This is an optimization exercise on Yosys and OpenROAD, whose aim is small area, a short achievable clock period and few clock cycles, not a production implementation.
Only simulation tests tie the RTL to the original design; equivalence was not proved.

Setup of delta:
// sha256_msg_feeder
module sha256_msg_feeder
#(
   parameter logic [frost_pkg::DIGEST_W-1:0] IV = frost_pkg::SHA256_IV
)
(
   input  logic                clk,
   input  logic                rst,
   input  logic [7:0]          s_data,
   input  logic                s_valid,
   input  logic                s_last,
   output logic                s_ready,
   output logic                core_start,
   output logic [frost_pkg::BLOCK_W-1:0]  core_block,
   output logic [frost_pkg::DIGEST_W-1:0] core_hash_in,
   input  logic [frost_pkg::DIGEST_W-1:0] core_hash_out,
   input  logic                core_done,
   output logic [frost_pkg::DIGEST_W-1:0] digest,
   output logic                digest_valid,
   output logic                busy
);
==> flow/config.mk <==
export PLATFORM = sky130hd
export DESIGN_NAME = sha256_msg_feeder
export DESIGN_NICKNAME = sha256_msg_feeder
export VERILOG_FILES = /design/flow/design.v
export SDC_FILE = /design/flow/constraint.sdc
export NUM_CORES = 4
export LEC_CHECK = 0
export CAP_MARGIN = 20
export CORE_AREA = 8 8 288 288
export DIE_AREA = 0 0 296 296
export SETUP_SLACK_MARGIN = 2.7
export SLEW_MARGIN = 20
==> flow/constraint.sdc <==
create_clock -name core_clock -period 5.0 [get_ports {clk}]
set_input_delay 1.0000 -clock core_clock [delete_from_list [all_inputs] [get_ports {clk}]]
set_output_delay 1.0000 -clock core_clock [all_outputs]
set_load 0.01 [all_outputs]
standard.sh (not shown) runs the stock make flow with config.mk's settings and CLKGATE_MAP_FILE= SYNTH_SCRIPT=/design/flow/synth_recipe.tcl, a recipe that flattens the netlist after the stock synthesis.
==> flow/flow/run.sh <==
#!/bin/bash
# The standard ORFS layout (the standard.sh, synthesis unchanged) with these changes:
#  - port buffers are buf_1 instead of the delay cell buffer_ports picks by default;
#  - pins may sit one routing track apart, so the die can be smaller than 1299 pins would
#    otherwise allow (die and core areas are in config.mk); rst and the three outputs it
#    gates (s_ready, core_start, busy) are kept together on the die edge;
#  - before resizing, near_pins.tcl moves the cells of those rst-gated output paths next to
#    their pins (detailed placement legalizes them);
#  - the clock tree is built from clkbuf_16 with sink clusters of at most 25 and no dummy loads.
# Every tool's output goes to standard.log in the work folder; ORFS's own per-step logs stay
# under orfs/logs/.
set -euo pipefail
cd "$(dirname "$0")/.."
export BUFFER_PORTS_ARGS="-buffer_cell sky130_fd_sc_hd__buf_1"
export PLACE_PINS_ARGS="-min_distance 1 -min_distance_in_tracks -group_pins {rst s_ready core_start busy}"
export PRE_RESIZE_TCL="$PWD/flow/near_pins.tcl"
export CTS_ARGS="-sink_clustering_enable -repair_clock_nets -dont_use_dummy_load -buf_list sky130_fd_sc_hd__clkbuf_16 -sink_clustering_size 25 -sink_clustering_max_diameter 70"
bash standard.sh > standard.log 2>&1
Other scripts of this flow, unchanged in this note and not shown: flow/flow/near_pins.tcl
Testbench counts of delta, summed over its fixed seeds: cycles 63,007.
Modified inputs, zinc compared to delta
--- a/flow/flow/run.sh
+++ b/flow/flow/run.sh
@@ -6 +6,2 @@
-#    gates (s_ready, core_start, busy) are kept together on the die edge;
+#    gates (s_ready, core_start, busy) are kept together on the die edge, and so are
+#    core_hash_out[i], digest[i] and core_hash_in[i] for each i (all three meet at chain[i]);
@@ -15 +16,3 @@
-export PLACE_PINS_ARGS="-min_distance 1 -min_distance_in_tracks -group_pins {rst s_ready core_start busy}"
+G="-group_pins {rst s_ready core_start busy}"
+for i in $(seq 0 255); do G="$G -group_pins {core_hash_out[$i] digest[$i] core_hash_in[$i]}"; done
+export PLACE_PINS_ARGS="-min_distance 1 -min_distance_in_tracks $G"
Notes after the runs:
Taking delta as the reference, in zinc clock-buffer cell count shows a reduction of 1, share of cell area taken by multi-input logic gates shows an increase of 0.48 points, global placer's final weighted congestion shows a reduction of 17%, area growth from synthesis to final layout shows a reduction of 1.8 points, aggregate routed wire length shows a reduction of about 16%.
zinc vs. delta: worst slew margin relative to its limit up 3.7 points, number of vias per cell after detailed routing now smaller.
Of the two values seen for worst setup path startpoint, chain[226] was produced by delta and rst by zinc.

========
east:
sha256_msg_feeder, a different RTL version from the one above (not shown whole).
For scale: roughly 1300 I/O pins, roughly 42000 µm² of cells after synthesis.
Settings: LEC_CHECK=0, CAP_MARGIN=20, CORE_AREA=8 8 276 276, DIE_AREA=0 0 284 284, SETUP_SLACK_MARGIN=2.65, SLEW_MARGIN=20; clock period 5.0 ns.
==> flow/flow/run.sh <==
#!/bin/bash
# The standard ORFS layout (the standard.sh, synthesis unchanged) with these changes:
#  - port buffers are buf_1 instead of the delay cell buffer_ports picks by default;
#  - pins may sit one routing track apart, so the die can be smaller than 1299 pins would
#    otherwise allow (die and core areas are in config.mk); rst and the three outputs it
#    gates (s_ready, core_start, busy) are kept together on the die edge, and so are
#    core_hash_out[i], digest[i] and core_hash_in[i] for each i (all three meet at chain[i]);
#  - before resizing, near_pins.tcl moves the cells of those rst-gated output paths next to
#    their pins and sizes them up (detailed placement legalizes them);
#  - the clock tree is built from clkbuf_16 with sink clusters of at most 25 and no dummy loads.
# Every tool's output goes to standard.log in the work folder; ORFS's own per-step logs stay
# under orfs/logs/.
set -euo pipefail
cd "$(dirname "$0")/.."
export BUFFER_PORTS_ARGS="-buffer_cell sky130_fd_sc_hd__buf_1"
G="-group_pins {rst s_ready core_start busy}"
for i in $(seq 0 255); do G="$G -group_pins {core_hash_out[$i] digest[$i] core_hash_in[$i]}"; done
export PLACE_PINS_ARGS="-min_distance 1 -min_distance_in_tracks $G"
export PRE_RESIZE_TCL="$PWD/flow/near_pins.tcl"
export CTS_ARGS="-sink_clustering_enable -repair_clock_nets -dont_use_dummy_load -buf_list sky130_fd_sc_hd__clkbuf_16 -sink_clustering_size 25 -sink_clustering_max_diameter 70"
bash standard.sh > standard.log 2>&1
Other scripts of this flow, unchanged in this note and not shown: flow/flow/near_pins.tcl
Testbench counts of east, summed over its fixed seeds: cycles 63,007.
> inputs changed (east -> south)
# east
export LEC_CHECK = 0
export CAP_MARGIN = 20
export CORE_AREA = 8 8 276 276
export DIE_AREA = 0 0 284 284
export SETUP_SLACK_MARGIN = 2.65
export SLEW_MARGIN = 20
create_clock -name core_clock -period 5.0 [get_ports {clk}]
# south
export LEC_CHECK = 0
export CAP_MARGIN = 20
export CORE_AREA = 8 8 276 276
export DIE_AREA = 0 0 284 284
export SETUP_SLACK_MARGIN = 2.7
export SLEW_MARGIN = 20
create_clock -name core_clock -period 5.0 [get_ports {clk}]
- On non-filler instance count after layout, east and south are basically level.
- Worst setup path category: reg -> out -> east, in -> out -> south
- south: minimum clock period after layout lower than east
- Going from east to south, routed wire length went up about 0.44%; data-path buffer share of cell area in the final layout went up 0.28 points.

## separate check: timing with driven ports
No port has a modelled driver above. Below, the same layouts with a new extraction and two added sets of constraints.
Step 1 (the two cells are an assumption about what drives the block):
set clk [get_ports {clk}]
set_driving_cell -lib_cell sky130_fd_sc_hd__clkbuf_16 $clk
set_driving_cell -lib_cell sky130_fd_sc_hd__buf_2 [delete_from_list [all_inputs] $clk]
Step 2, shift: input delay + t, output delay - t, t = (earliest + latest rising clock arrival at the registers) / 2. This alone moves slack from input paths to output paths.
Slacks: ideal / step 1 / step 2; pairs: ideal / step 1.
run	t (ns)	setup WS [ns]	worst setup path after step 2	clock arrival spread, ns
delta	0.723	2.520 / 2.449 / 2.058	input to register	0.054 / 0.054
zinc	0.707	2.643 / 2.570 / 1.952	input to register	0.050 / 0.050
east	0.709	2.662 / 2.594 / 2.017	input to register	0.030 / 0.030
south	0.704	2.672 / 2.605 / 1.979	input to register	0.031 / 0.031
After both steps every run listed still meets setup and hold. The setup slack of south, which loses most, moves by -0.067 ns with the drivers and by -0.693 ns with both steps.
